What follows belongs to an exercise in optimizing a design on an open flow for a short achievable clock period and few clock cycles; a production flow would make more cautious choices.
The RTL was checked by simulation tests, not by an equivalence proof against the original design.
Power figures rest on the tool's default switching activity, not on a simulated workload.

$ cat design/flow/run.sh
#!/bin/bash
# synth_recipe.tcl (not shown) runs the flow's synth.tcl, then flattens the netlist and writes it again
# the make line also repeats each setting of config.mk as NAME=value (left out here)
make -C /OpenROAD-flow-scripts/flow DESIGN_CONFIG=/design/flow/config.mk WORK_HOME=/design/flow/orfs CLKGATE_MAP_FILE= SYNTH_SCRIPT=/design/flow/synth_recipe.tcl finish
$ cat design/flow/config.mk
export PLATFORM = sky130hd
export DESIGN_NAME = mips_pipeline
export DESIGN_NICKNAME = mips_pipeline
export VERILOG_FILES = /design/flow/design.v
export SDC_FILE = /design/flow/constraint.sdc
export NUM_CORES = 4
export LEC_CHECK = 0
export ABC_CLOCK_PERIOD_IN_PS = 2500
export CAP_MARGIN = 20
export CORE_MARGIN = 2
export CORE_UTILIZATION = 40
export SETUP_SLACK_MARGIN = 4
export SLEW_MARGIN = 20
export SYNTH_HIERARCHICAL = 1
$ cat design/flow/design.v
`timescale 1ns/1ns
package mips_pkg;
    typedef logic [31:0] word_t;     
    typedef logic [4:0]  reg_idx_t;  
    typedef logic [5:0]  opcode_t;   
    typedef logic [5:0]  funct_t;    
    typedef logic [3:0]  alu_sel_t;  
    typedef logic [1:0]  fwd_sel_t;  
    function automatic word_t fwd_pick(fwd_sel_t sel, word_t reg_val,
                                       word_t exmem_val, word_t wb_val);
        case (sel)
            2'd1: fwd_pick = exmem_val;  
            2'd2:    fwd_pick = wb_val;     
            default:    fwd_pick = reg_val;
        endcase
    endfunction
endpackage
`timescale 1ns/1ns
module add32 (
    input  logic [31:0] x,
    input  logic [31:0] y,
    output logic [31:0] s
);
    assign s = x + y;
endmodule
module sub32 (
    input  logic [31:0] x,
    input  logic [31:0] y,
    output logic [31:0] s
);
    assign s = x - y;
endmodule
module eq32 (
    input  logic [31:0] x,
    input  logic [31:0] y,
    output logic        e
);
    assign e = x == y;
endmodule
`timescale 1ns/1ns
module mips_pipeline (
    input  logic            clk,
    input  logic            rstn,
    output mips_pkg::word_t imem_addr,
    input  mips_pkg::word_t imem_instr,
    output mips_pkg::word_t dmem_addr,
    output mips_pkg::word_t dmem_wdata,
    output logic            dmem_we,
    output logic            dmem_re,
    input  mips_pkg::word_t dmem_rdata
);
    logic [31:0] pc;
    logic [31:0] regs [1:31];
    logic        id_valid;
    logic [31:0] id_instr;
    logic [31:0] id_pc4;
    logic [31:0] id_ra;               
    logic [31:0] id_rb;
    logic        id_a_wb, id_a_wb2;   
    logic        id_b_wb, id_b_wb2;   
    logic        id_dep_a, id_dep_b;  
    logic [31:0] ex_a;
    logic [31:0] ex_b;                
    logic [31:0] ex_maddr;
    logic [31:0] ex_target;
    logic [4:0]  ex_dst;
    logic        ex_we;
    logic        ex_re;
    logic        ex_st;
    logic        ex_late;             
    logic        ex_add, ex_sub, ex_and, ex_or, ex_slt;    
    logic        ex_ld;               
    logic [31:0] st_data;             
    logic [31:0] wb_val;
    logic [4:0]  wb_dst;
    logic        wb_we;
    logic [31:0] wb2_val;
    logic [4:0]  wb2_dst;
    logic        wb2_we;
    logic [31:0] pc4;
    logic [31:0] rf_a, rf_b;
    logic [4:0]  f_rs, f_rt;
    assign imem_addr = pc;
    assign pc4       = pc + 32'd4;
    assign f_rs      = imem_instr[25:21];
    assign f_rt      = imem_instr[20:16];
    assign rf_a      = (f_rs == 5'd0) ? 32'd0 : regs[f_rs];
    assign rf_b      = (f_rt == 5'd0) ? 32'd0 : regs[f_rt];
    logic [5:0]  op, fn;
    logic [4:0]  rs, rt, rd;
    logic [31:0] imm;
    logic        is_r, is_addi, is_lw, is_sw, is_beq;
    logic        d_we;
    logic [4:0]  d_dst;
    logic [31:0] a, b;
    logic        stall;
    logic        late;
    logic        early_taken;
    logic [31:0] target;
    logic [31:0] maddr;
    logic        late_taken;
    assign op  = id_instr[31:26];
    assign fn  = id_instr[5:0];
    assign rs  = id_instr[25:21];
    assign rt  = id_instr[20:16];
    assign rd  = id_instr[15:11];
    assign imm = {{16{id_instr[15]}}, id_instr[15:0]};
    assign is_r    = id_valid && op == 6'h00;
    assign is_addi = id_valid && op == 6'h08;
    assign is_lw   = id_valid && op == 6'h23;
    assign is_sw   = id_valid && op == 6'h2b;
    assign is_beq  = id_valid && op == 6'h04;
    assign d_dst = is_r ? rd : rt;
    assign d_we  = (is_r || is_addi || is_lw) && d_dst != 5'd0;
    assign a = id_a_wb ? wb_val : id_a_wb2 ? wb2_val : id_ra;
    assign b = id_b_wb ? wb_val : id_b_wb2 ? wb2_val : id_rb;
    assign late  = is_beq && rs != rt && (id_dep_a || id_dep_b);
    assign stall = ((is_lw || is_sw) && id_dep_a) || (is_beq && ex_late);
    assign target = id_pc4 + {imm[29:0], 2'b00};
    logic [31:0] maddr_r, maddr_w, maddr_w2;
    logic        eq_rr, eq_wr, eq_w2r, eq_rw, eq_rw2, eq_ww2;
    logic        eq;
    add32 u_ma_r  (.x(id_ra),   .y(imm), .s(maddr_r));
    add32 u_ma_w  (.x(wb_val),  .y(imm), .s(maddr_w));
    add32 u_ma_w2 (.x(wb2_val), .y(imm), .s(maddr_w2));
    assign maddr    = id_a_wb ? maddr_w : id_a_wb2 ? maddr_w2 : maddr_r;
    eq32 u_eq_rr  (.x(id_ra),   .y(id_rb),   .e(eq_rr));
    eq32 u_eq_wr  (.x(wb_val),  .y(id_rb),   .e(eq_wr));
    eq32 u_eq_w2r (.x(wb2_val), .y(id_rb),   .e(eq_w2r));
    eq32 u_eq_rw  (.x(id_ra),   .y(wb_val),  .e(eq_rw));
    eq32 u_eq_rw2 (.x(id_ra),   .y(wb2_val), .e(eq_rw2));
    eq32 u_eq_ww2 (.x(wb_val),  .y(wb2_val), .e(eq_ww2));
    always_comb begin
        case ({id_a_wb, id_a_wb2 && !id_a_wb, id_b_wb, id_b_wb2 && !id_b_wb})
            4'b1010, 4'b0101: eq = 1'b1;
            4'b1001:          eq = eq_ww2;
            4'b0110:          eq = eq_ww2;
            4'b1000:          eq = eq_wr;
            4'b0100:          eq = eq_w2r;
            4'b0010:          eq = eq_rw;
            4'b0001:          eq = eq_rw2;
            default:          eq = eq_rr;
        endcase
    end
    assign early_taken = is_beq && !late && !stall && (rs == rt || eq);
    logic [31:0] op_a, op_b;
    logic        slt;
    logic [31:0] res;
    assign op_a = ex_a;
    assign op_b = ex_b;
    logic [31:0] add_r, sub_r;
    add32 u_add (.x(op_a), .y(op_b), .s(add_r));
    sub32 u_sub (.x(op_a), .y(op_b), .s(sub_r));
    assign slt   = op_b[31] ? (op_a[31] & sub_r[31]) : (op_a[31] | sub_r[31]);
    assign res = ({32{ex_and}} & (op_a & op_b)) |
                 ({32{ex_or}}  & (op_a | op_b)) |
                 ({32{ex_add}} & add_r) |
                 ({32{ex_sub}} & sub_r) |
                 {31'd0, ex_slt & slt} |
                 ({32{ex_ld}}  & dmem_rdata);
    logic eq_ab;
    eq32 u_eq_ab (.x(ex_a), .y(ex_b), .e(eq_ab));
    assign late_taken = ex_late && eq_ab;
    assign dmem_addr  = ex_maddr;
    assign dmem_wdata = st_data;
    assign dmem_we    = ex_st;
    assign dmem_re    = ex_re;
    always_ff @(posedge clk) begin
        if (rstn)
            pc <= 32'h0040_0000;
        else if (late_taken)
            pc <= ex_target;
        else if (stall)
            pc <= pc;
        else if (early_taken)
            pc <= target;
        else
            pc <= pc4;
    end
    always_ff @(posedge clk) begin
        if (rstn)
            id_valid <= 1'b0;
        else if (!stall)
            id_valid <= !late_taken;
    end
    always_ff @(posedge clk) begin
        if (stall) begin
            id_ra    <= a;                    
            id_rb    <= b;
            id_a_wb  <= id_dep_a;
            id_b_wb  <= id_dep_b;
            id_a_wb2 <= 1'b0;
            id_b_wb2 <= 1'b0;
            id_dep_a <= 1'b0;                 
            id_dep_b <= 1'b0;
        end else begin
            id_instr <= imem_instr;
            id_pc4   <= pc4;
            id_ra    <= rf_a;
            id_rb    <= rf_b;
            id_a_wb  <= ex_we && ex_dst == f_rs;
            id_b_wb  <= ex_we && ex_dst == f_rt;
            id_a_wb2 <= wb_we && wb_dst == f_rs;
            id_b_wb2 <= wb_we && wb_dst == f_rt;
            id_dep_a <= d_we && d_dst == f_rs;
            id_dep_b <= d_we && d_dst == f_rt;
        end
    end
    always_ff @(posedge clk) begin
        if (rstn || stall) begin
            ex_we   <= 1'b0;
            ex_re   <= 1'b0;
            ex_st   <= 1'b0;
            ex_late <= 1'b0;
        end else begin
            ex_we   <= d_we;
            ex_re   <= is_lw;
            ex_st   <= is_sw;
            ex_late <= late;
        end
    end
    always_ff @(posedge clk) begin
        ex_a      <= id_dep_a ? res : a;
        ex_b      <= is_addi ? imm : id_dep_b ? res : b;
        ex_maddr  <= maddr;
        ex_target <= target;
        ex_dst    <= d_dst;
        ex_ld     <= op == 6'h23;
        ex_add    <= !(op == 6'h00 && (fn == 6'h22 || fn == 6'h24 || fn == 6'h25 ||
                                       fn == 6'h2a)) && op != 6'h23;
        ex_sub    <= op == 6'h00 && fn == 6'h22;
        ex_and    <= op == 6'h00 && fn == 6'h24;
        ex_or     <= op == 6'h00 && fn == 6'h25;
        ex_slt    <= op == 6'h00 && fn == 6'h2a;
    end
    always_ff @(posedge clk) begin
        if (rstn) begin
            wb_we  <= 1'b0;
            wb2_we <= 1'b0;
        end else begin
            wb_we  <= ex_we;
            wb2_we <= wb_we;
        end
    end
    always_ff @(posedge clk) begin
        st_data <= !is_sw ? 32'd0 : id_dep_b ? res : b;
    end
    always_ff @(posedge clk) begin
        wb_val  <= res;
        wb_dst  <= ex_dst;
        wb2_val <= wb_val;
        wb2_dst <= wb_dst;
    end
    always_ff @(posedge clk) begin
        if (wb_we)
            regs[wb_dst] <= wb_val;
    end
endmodule
$ cat design/flow/constraint.sdc
create_clock -name core_clock -period 6.2 [get_ports {clk}]
set_input_delay 1.2400 -clock core_clock [delete_from_list [all_inputs] [get_ports {clk}]]
set_output_delay 1.2400 -clock core_clock [all_outputs]
set_load 0.01 [all_outputs]
==> flow_metrics.env <==
export IMPL_status="timing/DRC/antenna clean"
export IMPL_port_buffer_count=163
export IMPL_startpoint_type="register"
export IMPL_synth_edff_count=1056
export IMPL_synth_seq_cells=1404
export IMPL_dr_first_iter_drc_count=8474
export IMPL_worst_slack_ns=2.576
export IMPL_ys_flop_type="edfxtp_1"
export IMPL_power_total_uw=34210
export IMPL_fin_worst_skew_ns=0.04274
export IMPL_whs_ns=0.3721
export IMPL_yosysSeqAreaShare_pct=52.11
export IMPL_finish_utilization_pct=53.30
export IMPL_cts_buffers=151
export IMPL_htree_levels=4
export IMPL_netlist_instances=5569
export IMPL_fin_nets=6583
export IMPL_synthTopCellsByCount="1,056 x edfxtp_1, 521 x mux4_2, 384 x a21oi_1, 350 x nor2_1, 348 x dfxtp_1"
export IMPL_dieWidth_um=434.8
export IMPL_crit_arrival_ns=4.29
export IMPL_clk_pin_slew_worst_paths_ns=0.06
export IMPL_core_um2=184800
export IMPL_holdPathStages=0
export IMPL_vias=58250
export IMPL_min_path_type="reg -> reg"
export IMPL_grt_usage_pct=31.40
export IMPL_cap_violations=0
export IMPL_wl_per_cell_um=34.62
export IMPL_clockBufferDepth=3
export IMPL_drive_gt1_share_pct=41.18
export IMPL_grt_pass1_vias=55460
export IMPL_die_h_um=434.8
export IMPL_drcViolationCount=0
export IMPL_placementRows=158
export IMPL_place_gp_congestion=0.9979
export IMPL_detail_route_first_pass_iterations=10
export IMPL_setup_viol=0
export IMPL_synth_area_um2=74220
export IMPL_report_final_slew_viol_count=0
export IMPL_crit_path_max_fanout=3
export IMPL_synth_most_common_cell="edfxtp_1"
export IMPL_syn_num_nets=5826
export IMPL_synth_area_leaders="edfxtp_1 43%, mux4_2 16%, dfxtp_1 9.4%, xor2_1 3.8%, mux2i_1 3.3%"
export IMPL_hold_violations=0
export IMPL_synth_area_per_cell_um2=13.33
export IMPL_leakage_uw=0.03459
export IMPL_yosysWarnings=7
export IMPL_cts_tree="built"
export IMPL_antenna_found_initial=35
export IMPL_tightestPinTransition_ns=1.099
export IMPL_worst_r2r_path_depth=15
export IMPL_grt_setup_unrepaired="true"
export IMPL_routed_via_density=6.514
export IMPL_syn_to_final_growth_pct=32.74
export IMPL_synth_top_area_share_pct=42.72
export IMPL_min_period_ns=3.624
export IMPL_die_area_um2=189000
export IMPL_grt_ovfl_total=0
export IMPL_routed_wl_um=309600
export IMPL_synth_cell_types=97
export IMPL_critPathCaptureType="register"
export IMPL_cellPowerDensity_nw_per_um2=347.2
export IMPL_cts_root_buf="clkbuf_16"
export IMPL_required_ns=6.87
export IMPL_clock_fmax_mhz=275.9
export IMPL_synth_top_cell_by_area="edfxtp_1"
export IMPL_min_period_over_period_pct=58.46
export IMPL_ir_drop_uv=311.7
export IMPL_ant_nets=0
export IMPL_async_flop_share_pct=0
export IMPL_slew_headroom_pct=26.75
export IMPL_clock_latency_ns=0.84
export IMPL_grt_first_pass_wirelength_um=422900
export IMPL_crit_type="reg -> reg"
export IMPL_holdBufCountCts=0
export IMPL_cts_sinks=1404
export IMPL_initial_core_util_pct=40.16
export IMPL_grt_max_degree=67
export IMPL_fin_tns_setup_ns=0
export IMPL_dp_slack_ns=1.464
export IMPL_boundaryPins=164
export IMPL_dp_hpwl_um=175600
export IMPL_fillers=14880
[flip-flops by register name (all words and copies together), names as in the netlist, 5 cells and up]
signal and flops:
regs 992, ex_a 32, ex_b 32, ex_maddr 32, ex_target 32, id_instr 32
id_pc4 32, id_ra 32, id_rb 32, pc 32, st_data 32, wb2_val 32
wb_val 32, ex_dst 5, wb_dst 5
[per-module statistics from Yosys (local to each module, per instance)]
module         flops+latches  cells  area (µm²)  copies in the design
add32                      0    241        1744                     4
sub32                      0    265        1815                     1
eq32                       0     43       346.6                     7
mips_pipeline           1404   4039       63000                     1
[path summary, 6_finish.rpt]
kind	startpoint	end	slack, ns
worst max-delay path	ex_a[0]$_DFF_P_	ex_b[28]$_DFF_P_	2.58
worst min-delay path	id_pc4[1]$_DFFE_PP_	ex_target[1]$_DFF_P_	0.37
worst max register to register	ex_a[0]$_DFF_P_	ex_b[28]$_DFF_P_	2.58
worst min register to register	id_pc4[1]$_DFFE_PP_	ex_target[1]$_DFF_P_	0.37
[timing repair]
action | 4_1_cts | 5_1_grt
cloned | 55 | 6
buffers inserted | 445 | 160
endpoints found under the setup margin | 1406 | 629
pin swaps | 312 | 304
resized for setup | 1471 | 449
[cell usage in the layout, fill, tap and decap left out, drive strengths merged, types with 14 or more instances in the layout]
cell and instances:
o21a 18, buf 873, dfxtp 348, inv 100
o211ai 83, edfxtp 1056, a21o 102, mux4 521
o21ai 308, bufbuf 16, clkinv 60, o21bai 27
nand4 67, clkbuf 207, or2 15, mux2i 246
and3 30, a21oi 385, nand2b 15, nor3 38
a211oi 75, a22oi 63, and2 15, xnor2 132
nor4 70, a31oi 29, nand2 245, nor2b 14
xor2 320, nand3 146, ha 185, nor2 350
a222oi 32, clkdlybuf4s50 55
[kinds of logic (layout without fill, tap and decap cells)]
group / after synthesis / in the layout / share of synthesized area [%]
compound gates: 1251 / 1251 / 10.94
xor+xnor: 452 / 452 / 5.334
fa+ha+maj: 192 / 192 / 3.294
buf+inv: 444 / 1324 / 2.453
flops: 1404 / 1404 / 52.11
mux: 768 / 768 / 19.14
other cells: 0 / 12 / 0
simple gates: 1058 / 1059 / 6.726
[worst max-delay path, cell delays in order (launching register included)]
cell	delay, ns
dfxtp_4	0.36
inv_2	0.04
ha_4	0.17
fa_2	0.38
nor2b_4	0.16
o2111ai_4	0.16
a211oi_4	0.33
o211ai_1	0.20
nand4_1	0.24
nand3_1	0.14
a31oi_2	0.23
xor2_1	0.09
a222oi_1	0.44
nand3_2	0.23
a21oi_4	0.21
o21ai_1	0.07
[area by class of cell]
class / instances / area (µm²) / share of cell area (%)
tap: 2480 / 3103 / 3.149
clock inverter: 78 / 760.7 / 0.7721
inverter: 94 / 375.4 / 0.3810
multi-input combinational: 3722 / 39170 / 39.75
timing repair buffer: 952 / 11620 / 11.80
antenna: 12 / 30.03 / 0.03048
clock buffer: 199 / 4185 / 4.248
sequential: 1404 / 39270 / 39.86
timing repair inverter: 1 / 8.758 / 0.008889
[per-stage QoR]
stage	cells	cell area, µm²
3_3_place_gp	7985	80170
6_report	8942	98530
2_1_floorplan	5569	76530
3_5_place_dp	7985	80180
4_1_cts	8762	94880
5_1_grt	8930	98500
[where the power goes]
| group | internal, µW | total [µW] | switching (µW) |
|---|---|---|---|
| sequential | 11600 | 13000 | 1380 |
| combinational | 5110 | 12100 | 6940 |
| clock | 5160 | 9140 | 3980 |
[metal layers]
| metal | vias up | GRT usage (%) | wire [µm] |
|---|---|---|---|
| li1 | 23590 | - | - |
| met1 | 29700 | 40.44 | 113700 |
| met2 | 3938 | 48.47 | 138900 |
| met3 | 995 | 7.239 | 34560 |
| met4 | 24 | 18.55 | 22250 |
| met5 | - | 0 | 167 |
Testbench counts, summed over its fixed seeds: cycles 23,491.

[separate check: timing with driven ports]
How much do the figures lean on ideal ports? The routed layout below was timed once more, with nothing changed but the port constraints.
Step 1 assumes that a clkbuf_16 drives the clock port and a buf_2 every other input.
Step 2 also shifts input and output timing later by t, the mid clock arrival at the registers, as if the neighbouring blocks saw the same clock.
a / b / c = ideal / step 1 / step 2; a / b = the first two.
t (ns): 0.895
setup slack, ns: 2.576 / 2.576 / 2.003
worst setup path after step 2: input to register
After both steps this run still meets setup and hold. The setup slack of this run moves by 0.000 ns with the drivers and by -0.573 ns with both steps.
